Background: an optimization exercise with open tools, aiming at small area, a short achievable clock period and few clock cycles per item. Do not read the settings as production practice. The RTL was checked by simulation tests, not by an equivalence proof against the original design. Power and IR drop assume default switching activity.

// scalar_kalman_filter
module scalar_kalman_filter
(
   input  wire logic                   clock,
   input  wire logic                   reset,
   input  wire logic                   req_tvalid,
   output logic                        req_tready,
   input  wire logic [scf_pkg::EST_W-1:0]       req_tdata,    
   input  wire logic [scf_pkg::CHAN_W-1:0]      req_tuser,    
   output logic                        rsp_tvalid,
   input  wire logic                   rsp_tready,
   output logic [scf_pkg::EST_W-1:0]            rsp_tdata,    
   output logic [scf_pkg::CHAN_W-1:0]           rsp_tuser,    
   input  wire logic                   csr_valid,
   output logic                        csr_ready,
   input  wire logic [scf_pkg::CSR_IDX_W-1:0]   csr_index,
   input  wire logic [scf_pkg::CSR_DATA_W-1:0]  csr_data
);
   localparam logic [1:0] E_IDLE = 2'd0, E_DIV = 2'd2, E_FIN = 2'd3;
   localparam logic [1:0] X_IDLE = 2'd0, X_MUL = 2'd1, X_SAT = 2'd2;
   function automatic logic [143:0] csa(input logic [71:0] a, input logic [71:0] b,
                                        input logic [71:0] c);
      logic [71:0] s, cy;
      s  = a ^ b ^ c;
      cy = (a & b) | (a & c) | (b & c);
      csa = {cy[70:0], 1'b0, s};
   endfunction
   logic [39:0] x0_ff, x1_ff;            
   logic [32:0] p0_ff, p1_ff;            
   logic [32:0] g0_ff, g1_ff;            
   logic        conv0_ff, conv1_ff;      
   logic [31:0] q_ff, r_ff;
   logic        h_valid_ff, h_ch_ff, h_gdone_ff;
   logic [39:0] h_z_ff;
   logic        xd_go_ff;                
   logic [1:0]  e_state_ff;
   logic [2:0]  e_cnt_ff;
   logic        e_rz_ff;                 
   logic [33:0] den_ff;
   logic [35:0] den3_ff;
   logic [33:0] rem_ff;
   logic [64:0] acc_ff;
   logic [3:0]  chunk_ff;
   logic        e_pmnz_ff;               
   logic [32:0] pold_ff;                 
   logic        chk_ff;                  
  ...
clock: 12.0 ns
lec_check: 0
cap_margin: 20
core_margin: 2
core_utilization: 60
place_density: 0.75
setup_slack_margin: 5
slew_margin: 20
run.sh (not shown) runs the stock make flow with config.mk's settings and CLKGATE_MAP_FILE= SYNTH_SCRIPT=/design/flow/synth_recipe.tcl, a recipe that flattens the netlist after the stock synthesis.
Testbench counts at the start, summed over its fixed seeds: cycles 24,062, items 3,200.
==> next run, changes <==
CTS_BUF_LIST = sky130_fd_sc_hd__clkbuf_4 sky130_fd_sc_hd__clkbuf_8   (was default)
CTS_CLUSTER_SIZE = 30   (was default)
PLACE_DENSITY = default   (was 0.75)
Effect: The changed run finished clean; worst setup slack is about the same; routed wire length came out higher by 2.9%; sequential share of layout area is about the same; utilization stays flat; maximum frequency is about the same; via count stays flat; hold slack got worse by 0.024 ns; global-route usage came out higher by 1.4 points; flip-flop and latch count is unchanged; clock power came out higher by about 2%; cell area barely changes.

---

## north
Another version of the RTL of scalar_kalman_filter (not shown whole).
Size: about 7600 cells after synthesis, roughly 120 I/O pins.
Settings: LEC_CHECK=0, CAP_MARGIN=20, CORE_MARGIN=2, CORE_UTILIZATION=40, SETUP_SLACK_MARGIN=5, SLEW_MARGIN=20; clock period 12.0 ns.
north finished end to end and its layout was clean on timing, DRC and antenna.
Testbench counts of north, summed over its fixed seeds: cycles 24,062, items 3,200.
What south does differently from north at the input level:
# north
export LEC_CHECK = 0
export CAP_MARGIN = 20
export CORE_MARGIN = 2
export CORE_UTILIZATION = 40
export SETUP_SLACK_MARGIN = 5
export SLEW_MARGIN = 20
create_clock -name core_clock -period 12.0 [get_ports {clock}]
# south
export LEC_CHECK = 0
export CAP_MARGIN = 20
export CORE_MARGIN = 2
export CORE_UTILIZATION = 60
export CTS_BUF_LIST = sky130_fd_sc_hd__clkbuf_4 sky130_fd_sc_hd__clkbuf_8
export CTS_CLUSTER_SIZE = 30
export SETUP_SLACK_MARGIN = 5
export SLEW_MARGIN = 20
create_clock -name core_clock -period 12.0 [get_ports {clock}]
### Flow results
- south: flow completed, timing, DRC and antenna clean
- [compare] base=north new=south: cell count decreased 7.7%; overall global routing resource usage higher.
- The power in sequential cells on south is in line with that on north.
- Summary: with north as the reference, static leakage power in south moved down by a few percent.
- The setup slack of south is smaller than that of north.
- met2 as the layer with the highest usage after global routing was reported by north, and met1 by south.
- Compared with north, south shows a layout buffer count excluding clock buffers that is 133 lower.
- Final layout net count, south vs north: down slightly
- Summary — vias per cell, south relative to north: higher, by 8.4%.
- Comparing south and north, portion of total power attributed to combinational logic is lower on south.
- Status: clock-pin slew on the worst setup and hold paths parity (north, south)

afterwards: timing with drivers on the ports:
In the flow no input, the clock included, has a driving cell. The finished layouts below were timed again as built, in two steps.
Step 1 sets driving cells, clkbuf_16 on the clock port and buf_2 on the other inputs (assumed; they add their load-dependent delay and slew).
Step 2, shift: input delay + t, output delay - t, t = (earliest + latest rising clock arrival at the registers) / 2. This alone moves slack from input paths to output paths.
Three values: ideal ports, drivers, drivers and shift; two values: the first two.
run | t (ns) | setup slack, ns | worst register clock-pin slew, ns | worst data-port slew with drivers (ns) | cell pins on the clock port's net
the first run of note 1 | 0.738 | 5.188 / 5.188 / 5.188 | 0.07 / 0.07 | 0.06 | 1
the second run of note 1 | 0.883 | 5.189 / 5.189 / 5.189 | 0.07 / 0.07 | 0.13 | 1
north | 0.797 | 5.115 / 5.115 / 5.115 | 0.07 / 0.07 | 0.12 | 1
south | 0.887 | 5.040 / 5.040 / 5.040 | 0.08 / 0.08 | 0.12 | 1
After both steps setup and hold are still met in every run listed.
